Context: an optimization exercise on an open-source flow, tuned for small area and a short achievable clock period. The choices shown serve that exercise and are no tape-out recipe. Where RTL was checked, it was by simulation tests only, not by an equivalence proof against the original. Power and IR drop assume default switching activity.

Setup of sierra:
// accum_bank
module accum_bank
#(
  parameter int COLS     = accum_bank_pkg::sys_cols,
  parameter int IN_W     = accum_bank_pkg::P_BITWIDTH,
  parameter int ACC_W    = 32,
  parameter int DEPTH    = 16,
  parameter bit SATURATE = 1'b1,
  localparam int ROW_W   = $clog2(DEPTH)
) (
  input  logic                  clk,
  input  logic                  rst,
  input  logic                  i_valid,
  input  logic                  i_first,
  input  logic                  i_last,
  input  logic [COLS*IN_W-1:0]  i_data,
  output logic [COLS-1:0]       o_valid,
  output logic [COLS*ROW_W-1:0] o_row,
  output logic [COLS*ACC_W-1:0] o_data,
  output logic [COLS-1:0]       o_ovf,
  output logic                  o_tile_done
);
Size in the first run: about 3,900 cells after synthesis, about 2,100 flip-flops, roughly 220 I/O pins, about 73,000 um2 of cells after synthesis.
export LEC_CHECK = 0
export ABC_AREA = 1
export CAP_MARGIN = 20
export CORE_MARGIN = 2
export CORE_UTILIZATION = 55
export CTS_CLUSTER_DIAMETER = 150
export CTS_CLUSTER_SIZE = 25
export SETUP_SLACK_MARGIN = 4.2
export SLEW_MARGIN = 20
create_clock -name core_clock -period 7.5 [get_ports {clk}]
standard.sh (not shown) runs the stock make flow with config.mk's settings and CLKGATE_MAP_FILE= SYNTH_SCRIPT=/design/flow/synth_recipe.tcl, a recipe that flattens the netlist after the stock synthesis.
==> flow/flow/run.sh <==
#!/bin/bash
# Standard ORFS layout, with plain buf_2 port buffers and clock-tree sink
# clustering of up to 25 sinks without dummy loads.
set -euo pipefail
export BUFFER_PORTS_ARGS="-buffer_cell sky130_fd_sc_hd__buf_2"
export CTS_ARGS="-sink_clustering_enable -repair_clock_nets -sink_clustering_size 25 -sink_clustering_max_diameter 150 -dont_use_dummy_load"
bash standard.sh > standard.log 2>&1
sierra reached the end of the flow, and the finished layout is clean on the timing, DRC and antenna checks.
The following lists how maple was set up differently from sierra:
- a change of SETUP_SLACK_MARGIN from 4.2 to 4.5
==> flow/run.sh (new file) <==
#!/bin/bash
# synth_recipe.tcl (not shown) runs the flow's synth.tcl, then flattens the netlist and writes it again
# the make line also repeats each setting of config.mk as NAME=value (left out here)
make -C /OpenROAD-flow-scripts/flow DESIGN_CONFIG=/design/flow/config.mk WORK_HOME=/design/flow/orfs CLKGATE_MAP_FILE= SYNTH_SCRIPT=/design/flow/synth_recipe.tcl finish
removed: flow/flow/run.sh
removed: flow/standard.sh
Notes after the runs:
The clock network fraction of design power of maple exceeds that of sierra by 0.4 points. maple: met1 layer usage reported by global route is 1.1 points higher than what sierra reported. r_s[3][2] as the critical path launch point was reported by sierra, and i_data[29] by maple. Changes observed in maple relative to sierra: total detailed-routing wirelength went up; multi-input combinational gate total was more or less identical; count of clock-buffer cells in the layout shows an increase of about 50%; area of all placed cells without fillers rose 3300 um2.


Another version of the RTL of accum_bank (not shown whole).
For scale: ~3500 cells after synthesis, roughly 2100 flip-flops, about 220 I/O pins.
Settings: LEC_CHECK=0, CAP_MARGIN=20, CORE_MARGIN=2, CORE_UTILIZATION=40, CTS_CLUSTER_DIAMETER=150, CTS_CLUSTER_SIZE=30, SETUP_SLACK_MARGIN=4.5, SLEW_MARGIN=20; clock period 7.5 ns.
run.sh (not shown) runs the stock make flow with config.mk's settings and CLKGATE_MAP_FILE= SYNTH_SCRIPT=/design/flow/synth_recipe.tcl, a recipe that flattens the netlist after the stock synthesis.
Stock flow here: none of the scripts above is used.
The starting point completed with no timing, DRC or antenna violations.
Then changed:
- ABC_CLOCK_PERIOD_IN_PS: not set -> 3000
- CTS_CLUSTER_DIAMETER: 150 -> not set
- CTS_CLUSTER_SIZE: 30 -> not set
Effect:
- The changed run passed the timing, DRC and antenna checks
- global-route usage is higher by 0.57 points
- fmax rose slightly
- final area rose by a few percent
- worst hold slack gets worse by 0.0079 ns
- power goes up by a quarter to a third
- setup slack gets better by 0.023 ns
- non-clock buffer count climbs by 8
No run of this note included a check of the RTL's function; only the layout flow was run.


Setup of lane 1:
Another version of the RTL of accum_bank (not shown whole).
Size: ~3,300 cells after synthesis.
export LEC_CHECK = 0
export CAP_MARGIN = 20
export CORE_MARGIN = 2
export CORE_UTILIZATION = 40
export SETUP_SLACK_MARGIN = 4.5
export SLEW_MARGIN = 20
create_clock -name core_clock -period 7.5 [get_ports {clk}]
The following lists how lane 2 was set up differently from lane 1:
Settings: CTS_CLUSTER_DIAMETER now 150, previously not set; SETUP_SLACK_MARGIN now 4.2, was 4.5; CORE_UTILIZATION now 55, was 40; CTS_CLUSTER_SIZE now 25, previously not set.
==> comparison <==
- The higher utilization came out of lane 2.
- Summary of lane 2 over lane 1: first-pass GRT wire length lower, cell area after synthesis shows no meaningful change, hold slack increased 26 ps.
- Going from lane 1 to lane 2, final period demand of the worst path went up 76 ps, met3 layer wire length in the routed design went down 9.5%, half-perimeter wire length after placement went up 2.4%, cell count went down about 14%, highest clock rate went down about 2.2%.
- Relative to lane 1, the clock power share of lane 2 is lower by 12 points.
Setup changes, lane 2 to lane 3
Settings: CORE_UTILIZATION: 55 -> 65.
### Flow results
Lane 2 → lane 3: number of inserted filler cells in the final layout decreased 3,006, number of well-tap cells placed decreased about 15%, fraction of the mapped netlist area in simple logic gates essentially unchanged, ratio of routed vias to standard cells increased 5.5%. For lane 3, the cell with the largest stage delay on the worst path was sky130_fd_sc_hd__o311ai_4, unlike lane 2, where it was sky130_fd_sc_hd__a311o_2. Run comparison: lane 3 launch point of the worst path i_data[16]; lane 2 launch point of the worst path i_data[30]. The critical path depth of lane 3 is higher than that of lane 2.
Relative to lane 3, the following input files were edited for lane 4:
Settings: changing CORE_UTILIZATION from 65 to 55.
==> flow/flow/run.sh (new file) <==
#!/bin/bash
# Standard ORFS layout, with plain buf_2 port buffers and clock-tree sink
# clustering of up to 25 sinks without dummy loads.
set -euo pipefail
export BUFFER_PORTS_ARGS="-buffer_cell sky130_fd_sc_hd__buf_2"
export CTS_ARGS="-sink_clustering_enable -repair_clock_nets -sink_clustering_size 25 -sink_clustering_max_diameter 150 -dont_use_dummy_load"
bash standard.sh > standard.log 2>&1
==> flow/standard.sh (new file) <==
#!/bin/bash
# synth_recipe.tcl (not shown) runs the flow's synth.tcl, then flattens the netlist and writes it again
# the make line also repeats each setting of config.mk as NAME=value (left out here)
make -C /OpenROAD-flow-scripts/flow DESIGN_CONFIG=/design/flow/config.mk WORK_HOME=/design/flow/orfs CLKGATE_MAP_FILE= SYNTH_SCRIPT=/design/flow/synth_recipe.tcl "${@:-finish}"
removed: flow/run.sh
### Flow results
- Per the comparison of lane 4 with lane 3, clock skew higher, combinational power lower, number of DRC markers in iteration 0 lower.
- The flow did not stop early for lane 4: all stages ran, and the layout cleared the timing, DRC and antenna checks.
- Lane 4 vs. lane 3: highest cell delay on the worst timing path -60 ps, placed instance area decreased 0.99%, slew at the pin closest to its max-slew limit dropped 170 ps.
- From lane 3 to lane 4 the numbers moved as follows: fraction of standard cell area in multi-input logic decreased by 0.42 points relative to the old numbers; hold slack went down 7.1 ps; instance count on the critical path +1.


RTL: one of the versions met above, not the one the previous note started from.
Size in the first run: roughly 3900 cells after synthesis, roughly 2100 flip-flops, roughly 73000 um^2 of cells after synthesis.
clock: 7.5 ns
lec_check: 0
abc_area: 1
cap_margin: 20
core_margin: 2
core_utilization: 55
cts_cluster_diameter: 150
cts_cluster_size: 25
setup_slack_margin: 4.8
slew_margin: 20
standard.sh (not shown) runs the stock make flow with config.mk's settings and CLKGATE_MAP_FILE= SYNTH_SCRIPT=/design/flow/synth_recipe.tcl, a recipe that flattens the netlist after the stock synthesis.
==> flow/flow/run.sh <==
#!/bin/bash
# Standard ORFS layout, with plain buf_2 port buffers and clock-tree sink
# clustering of up to 25 sinks without dummy loads.
set -euo pipefail
export BUFFER_PORTS_ARGS="-buffer_cell sky130_fd_sc_hd__buf_2"
export CTS_ARGS="-sink_clustering_enable -repair_clock_nets -sink_clustering_size 25 -sink_clustering_max_diameter 150 -dont_use_dummy_load"
bash standard.sh > standard.log 2>&1
Then changed:
==> flow/run.sh (new file) <==
#!/bin/bash
# synth_recipe.tcl (not shown) runs the flow's synth.tcl, then flattens the netlist and writes it again
# the make line also repeats each setting of config.mk as NAME=value (left out here)
make -C /OpenROAD-flow-scripts/flow DESIGN_CONFIG=/design/flow/config.mk WORK_HOME=/design/flow/orfs CLKGATE_MAP_FILE= SYNTH_SCRIPT=/design/flow/synth_recipe.tcl finish
Settings changed: SETUP_SLACK_MARGIN 4.8 to 4.2.
removed: flow/flow/run.sh
removed: flow/standard.sh
After rerunning: Routed wire length drops by 2.1%. Cell area decreases by 2.4%. Count of clock-buffer cells in the layout rises by 49. Final cell count came out lower by 0.64%. Worst setup slack got worse by 0.26 ns.
Then changed:
==> flow/flow/run.sh (new file) <==
#!/bin/bash
# Standard ORFS layout, with plain buf_2 port buffers and clock-tree sink
# clustering of up to 25 sinks without dummy loads.
set -euo pipefail
export BUFFER_PORTS_ARGS="-buffer_cell sky130_fd_sc_hd__buf_2"
export CTS_ARGS="-sink_clustering_enable -repair_clock_nets -sink_clustering_size 25 -sink_clustering_max_diameter 150 -dont_use_dummy_load"
bash standard.sh > standard.log 2>&1
==> flow/standard.sh (new file) <==
#!/bin/bash
# synth_recipe.tcl (not shown) runs the flow's synth.tcl, then flattens the netlist and writes it again
# the make line also repeats each setting of config.mk as NAME=value (left out here)
make -C /OpenROAD-flow-scripts/flow DESIGN_CONFIG=/design/flow/config.mk WORK_HOME=/design/flow/orfs CLKGATE_MAP_FILE= SYNTH_SCRIPT=/design/flow/synth_recipe.tcl "${@:-finish}"
Settings changed: SETUP_SLACK_MARGIN 4.2 to 4.5.
removed: flow/run.sh
Clock power falls by 3.8%.
Power falls by 1.7%.
Final area falls by 2.2%.
Area after synthesis stays the same.
Worst hold slack is worse by 0.0097 ns.
Count of clock-buffer cells in the layout falls by 49.
Then changed:
Settings changed: CORE_UTILIZATION 55 to 65.
After rerunning: Register-to-register slack degrades by 0.14 ns; sequential power stays flat; cell area stays flat.


The RTL this note starts from:
==> flow/design.v <==
package accum_bank_pkg;
  localparam int sys_cols   = 4;
  localparam int P_BITWIDTH = 16;
endpackage
module accum_column
#(
  parameter int IN_W  = accum_bank_pkg::P_BITWIDTH,
  parameter int ACC_W = 32,
  parameter int DEPTH = 16
) (
  input  logic             clk,
  input  logic             valid_i,
  input  logic             first_i,
  input  logic [IN_W-1:0]  data_i,
  output logic [ACC_W-1:0] data_o,
  output logic             ovf_o
);
  localparam logic [ACC_W-1:0] ACC_MAX = {1'b0, {(ACC_W-1){1'b1}}};
  localparam logic [ACC_W-1:0] ACC_MIN = {1'b1, {(ACC_W-1){1'b0}}};
  logic [ACC_W:0] body_q [DEPTH-1];
  logic [ACC_W:0] tail_q;
  logic [ACC_W:0] head_s;
  logic [ACC_W-1:0] acc_s, x_ext_s, res_s;
  logic [ACC_W:0]   sum_s;
  logic             ovf_s, flag_s;
  assign head_s  = body_q[0];
  assign x_ext_s = ACC_W'($signed(data_i));
  assign acc_s   = first_i ? '0 : head_s[ACC_W-1:0];
  always_comb begin
    sum_s  = {acc_s[ACC_W-1], acc_s} + {x_ext_s[ACC_W-1], x_ext_s};
    ovf_s  = sum_s[ACC_W] ^ sum_s[ACC_W-1];
    flag_s = (~first_i & head_s[ACC_W]) | ovf_s;
    if (ovf_s) res_s = sum_s[ACC_W] ? ACC_MIN : ACC_MAX;
    else       res_s = sum_s[ACC_W-1:0];
  end
  always_ff @(posedge clk) begin
    if (valid_i) begin
      tail_q <= {flag_s, res_s};
      body_q[DEPTH-2] <= tail_q;
      for (int i = 0; i < DEPTH-2; i++) body_q[i] <= body_q[i+1];
    end
  end
  assign data_o = tail_q[ACC_W-1:0];
  assign ovf_o  = tail_q[ACC_W];
endmodule
module accum_bank
#(
  parameter int COLS     = accum_bank_pkg::sys_cols,
  parameter int IN_W     = accum_bank_pkg::P_BITWIDTH,
  parameter int ACC_W    = 32,
  parameter int DEPTH    = 16,
  parameter bit SATURATE = 1'b1,
  localparam int ROW_W   = $clog2(DEPTH)
) (
  input  logic                  clk,
  input  logic                  rst,
  input  logic                  i_valid,
  input  logic                  i_first,
  input  logic                  i_last,
  input  logic [COLS*IN_W-1:0]  i_data,
  output logic [COLS-1:0]       o_valid,
  output logic [COLS*ROW_W-1:0] o_row,
  output logic [COLS*ACC_W-1:0] o_data,
  output logic [COLS-1:0]       o_ovf,
  output logic                  o_tile_done
);
  logic [COLS:0]  v_s, e_s, f_s;
  logic [ROW_W-1:0] r_s [COLS+1];
  logic [ROW_W-1:0] row_q;
  logic             done_q;
  always_ff @(posedge clk or posedge rst) begin
    if (rst) row_q <= '0;
    else if (i_valid) row_q <= row_q + 1'b1;
  end
  assign v_s[0] = i_valid;
  assign e_s[0] = i_valid & i_last;
  assign f_s[0] = i_first;
  assign r_s[0] = row_q;
  for (genvar s = 1; s <= COLS; s++) begin : g_stage
    always_ff @(posedge clk or posedge rst) begin
      if (rst) begin
        v_s[s] <= 1'b0;
        e_s[s] <= 1'b0;
      end else begin
        v_s[s] <= v_s[s-1];
        e_s[s] <= e_s[s-1];
      end
    end
    always_ff @(posedge clk) begin
      f_s[s] <= f_s[s-1];
      r_s[s] <= r_s[s-1];
    end
  end
  always_ff @(posedge clk or posedge rst) begin
    if (rst) done_q <= 1'b0;
    else     done_q <= e_s[COLS-1] & (r_s[COLS-1] == ROW_W'(DEPTH-1));
  end
  assign o_tile_done = done_q;
  for (genvar c = 0; c < COLS; c++) begin : g_lane
    accum_column #(
      .IN_W (IN_W),
      .ACC_W(ACC_W),
      .DEPTH(DEPTH)
    ) u_col (
      .clk    (clk),
      .valid_i(v_s[c]),
      .first_i(f_s[c]),
      .data_i (i_data[c*IN_W +: IN_W]),
      .data_o (o_data[c*ACC_W +: ACC_W]),
      .ovf_o  (o_ovf[c])
    );
    assign o_valid[c]             = e_s[c+1];
    assign o_row[c*ROW_W +: ROW_W] = r_s[c+1];
  end
endmodule
clock: 7.5 ns
lec_check: 0
cap_margin: 20
core_margin: 2
core_utilization: 40
slew_margin: 20
run.sh (not shown) runs the stock make flow with config.mk's settings and CLKGATE_MAP_FILE= SYNTH_SCRIPT=/design/flow/synth_recipe.tcl, a recipe that flattens the netlist after the stock synthesis.
Stock flow here: none of the scripts above is used.
Rerun with:
Settings changed: ABC_CLOCK_PERIOD_IN_PS set to 3000, SETUP_SLACK_MARGIN set to 4.5.
Result: Sequential cell count does not change. Combinational power increases by 40%. Cell count increases by 3.7%. Clock skew increases by 4.7 ps. Non-clock buffer count increases by 235.
No run of this note included a check of the RTL's function; only the layout flow was run.


accum_bank, a different RTL version from the one above (not shown whole).
Size: about 3400 cells after synthesis, about 2100 flip-flops, about 220 I/O pins.
clock: 7.5 ns
lec_check: 0
abc_clock_period_in_ps: 3000
cap_margin: 20
core_margin: 2
core_utilization: 40
cts_buf_list: sky130_fd_sc_hd__clkbuf_8 sky130_fd_sc_hd__clkbuf_4
cts_cluster_size: 30
setup_slack_margin: 4.5
slew_margin: 20
Rerun with:
- CTS_BUF_LIST: sky130_fd_sc_hd__clkbuf_8 sky130_fd_sc_hd__clkbuf_4 -> default
- CTS_CLUSTER_SIZE: 30 -> default
Synthesized cell count is unchanged; total power rose by 2.9%; worst hold slack degrades by 0.0049 ns; via count shrinks by about 3.3%.
No functional check of the RTL was part of any run of this note.


v57:
accum_bank with an RTL version that a note above also has.
Size: roughly 3,300 cells after synthesis, ~2,100 flip-flops, about 220 I/O pins, ~72,000 sq um of cells after synthesis.
// accum_bank
module accum_bank
#(
  parameter int COLS     = accum_bank_pkg::sys_cols,
  parameter int IN_W     = accum_bank_pkg::P_BITWIDTH,
  parameter int ACC_W    = 32,
  parameter int DEPTH    = 16,
  parameter bit SATURATE = 1'b1,
  localparam int ROW_W   = $clog2(DEPTH)
) (
  input  logic                  clk,
  input  logic                  rst,
  input  logic                  i_valid,
  input  logic                  i_first,
  input  logic                  i_last,
  input  logic [COLS*IN_W-1:0]  i_data,
  output logic [COLS-1:0]       o_valid,
  output logic [COLS*ROW_W-1:0] o_row,
  output logic [COLS*ACC_W-1:0] o_data,
  output logic [COLS-1:0]       o_ovf,
  output logic                  o_tile_done
);
  logic [COLS:0]  v_s, e_s, f_s;
  logic [ROW_W-1:0] r_s [COLS+1];
  logic [ROW_W-1:0] row_q;
  logic             done_q;
  always_ff @(posedge clk or posedge rst) begin
    if (rst) row_q <= '0;
    else if (i_valid) row_q <= row_q + 1'b1;
  end
  assign v_s[0] = i_valid;
  assign e_s[0] = i_valid & i_last;
  assign f_s[0] = i_first;
  assign r_s[0] = row_q;
  for (genvar s = 1; s <= COLS; s++) begin : g_stage
    always_ff @(posedge clk or posedge rst) begin
  ...
export LEC_CHECK = 0
export CAP_MARGIN = 20
export CORE_MARGIN = 2
export CORE_UTILIZATION = 40
export CTS_CLUSTER_DIAMETER = 150
export CTS_CLUSTER_SIZE = 25
export SETUP_SLACK_MARGIN = 4.5
export SLEW_MARGIN = 20
create_clock -name core_clock -period 7.5 [get_ports {clk}]
Input changes introduced in v14 (baseline for comparison: v57):
Settings: putting ABC_AREA at 1 where nothing was set; swapping 40 for 55 in CORE_UTILIZATION; swapping 4.5 for 4.2 in SETUP_SLACK_MARGIN.
==> comparison <==
Per the comparison of v14 with v57, flip-flop and latch share of the layout cell area now sits higher, critical path depth fell by 13.
In the tables for v57 and v14, placed instance count reads lower with v57.
The wire length on v57 is in line with that on v14.
The flow did not stop early for v57: all stages ran, and the layout cleared the timing, DRC and antenna checks.
v14 went all the way through synthesis, placement and routing and the layout is clean on timing, DRC and antenna.
Of v57 and v14, v57 shows the lower worst hold slack, with v14 above it.
On layout overhead on the synthesized area, the lower figure sits with v14, not v57.
Critical path class: input pin to flip-flop -> v57, flip-flop to output pin -> v14
Data required time at the worst endpoint: v57 and v14 compared, higher one is v57
Changes observed in v14 relative to v57: clock period minus final worst setup slack moved down; XOR/XNOR share of the synthesized area decreased 0.22 points; clock buffer instance count of the final layout increased 2.
[inputs] v20 vs v14
Settings: SETUP_SLACK_MARGIN: 4.2 -> 4.5; ABC_AREA: 1 -> unset.
--- outcome ---
- All of v14 and v20 finish clean.
- Summary of v20 over v14: count of clock buffers in the final design has increased; fraction of final layout cells with drive strength greater than 1 saw an increase; total cell area at the placement stage lost 2.8%; number of buffer and inverter stages on the critical path picked up an extra 3.
- [compare] base=v14 new=v20: sequential share of layout area went down 0.88 points, number of global-route vias before repair went down 885, minimum setup slack in the final design went down 200 ps.
- Between v14 and v20, power attributed to the clock group is lower for v14, v20 comes in above that.
Input changes introduced in v31 (baseline for comparison: v20):
Settings: a change of SETUP_SLACK_MARGIN from 4.5 to 3.8.
Findings:
- STATUS setup slack: v31 loses against v20
- v31 ended up with a lower via count than v20 did.
- Taking v20 as the reference, in v31 fraction of met1 tracks used by global routing fell by 0.57 points; standby leakage power fell about 3.6%; fraction of the core area covered by cells at the end of the flow fell by 2.0 points; final standard cell area without fillers dropped 2600 sq um; transition time of the tightest slew-check pin increased 60 ps.
- | part of the total power dissipated in the clock network | lower: v20 |

-- separate check: timing with driven ports --
In the flow no input, the clock included, has a driving cell. The finished layouts below were timed again as built, in two steps.
Step 1 sets driving cells, clkbuf_16 on the clock port and buf_2 on the other inputs (assumed; they add their load-dependent delay and slew).
Step 2 times the ports against the registers' clock, not the clock port: input delays grow and output delays shrink by t, the midpoint of the rising clock arrivals with the driver on.
Three values: ideal, step 1, step 2; two values: the first two.
| run | t (ns) | slack for setup (ns) | hold slack, ns | worst data-port slew with drivers (ns) |
|---|---|---|---|---|
| sierra | 0.767 | 4.362 / 4.290 / 3.641 | 0.356 / 0.356 / 0.356 | 0.07 |
| maple | 0.778 | 4.519 / 4.480 / 3.793 | 0.356 / 0.356 / 0.356 | 0.08 |
| the first run of note 2 | 0.800 | 3.710 / 3.734 / 2.933 | 0.346 / 0.346 / 0.346 | 0.15 |
| the second run of note 2 | 0.887 | 3.733 / 3.731 / 2.844 | 0.338 / 0.338 / 0.338 | 0.15 |
| lane 1 | 0.903 | 4.167 / 4.200 / 3.297 | 0.340 / 0.340 / 0.340 | 0.12 |
| lane 2 | 0.788 | 4.091 / 4.126 / 3.339 | 0.366 / 0.366 / 0.366 | 0.15 |
| lane 3 | 0.774 | 4.000 / 4.029 / 3.255 | 0.358 / 0.358 / 0.358 | 0.09 |
| lane 4 | 0.764 | 4.027 / 4.045 / 3.281 | 0.351 / 0.351 / 0.351 | 0.10 |
| the first run of note 4 | 0.768 | 4.521 / 4.450 / 3.819 | 0.363 / 0.363 / 0.363 | 0.19 |
| the second run of note 4 | 0.776 | 4.265 / 4.193 / 3.538 | 0.359 / 0.359 / 0.359 | 0.07 |
| the third run of note 4 | 0.768 | 4.522 / 4.451 / 3.829 | 0.349 / 0.349 / 0.349 | 0.09 |
| the fourth run of note 4 | 0.743 | 4.563 / 4.494 / 3.803 | 0.352 / 0.352 / 0.352 | 0.14 |
| the first run of note 5 | 0.875 | 2.039 / 2.081 / 1.205 | 0.351 / 0.351 / 0.351 | 0.07 |
| the second run of note 5 | 0.871 | 3.746 / 3.765 / 2.894 | 0.338 / 0.338 / 0.338 | 0.15 |
| the first run of note 6 | 1.058 | 2.591 / 2.647 / 1.589 | 0.356 / 0.356 / 0.356 | 0.11 |
| the second run of note 6 | 0.893 | 2.606 / 2.663 / 1.770 | 0.351 / 0.351 / 0.351 | 0.12 |
| v57 | 0.814 | 4.021 / 4.035 / 3.221 | 0.344 / 0.344 / 0.344 | 0.11 |
| v14 | 0.776 | 4.258 / 4.185 / 3.521 | 0.353 / 0.353 / 0.353 | 0.08 |
| v20 | 0.788 | 4.061 / 4.078 / 3.291 | 0.364 / 0.364 / 0.364 | 0.15 |
| v31 | 0.787 | 3.770 / 3.820 / 3.033 | 0.366 / 0.366 / 0.366 | 0.15 |
After both steps setup and hold are still met in every run listed. The setup slack of the first run of note 6, which loses most, moves by +0.056 ns with the drivers and by -1.002 ns with both steps.
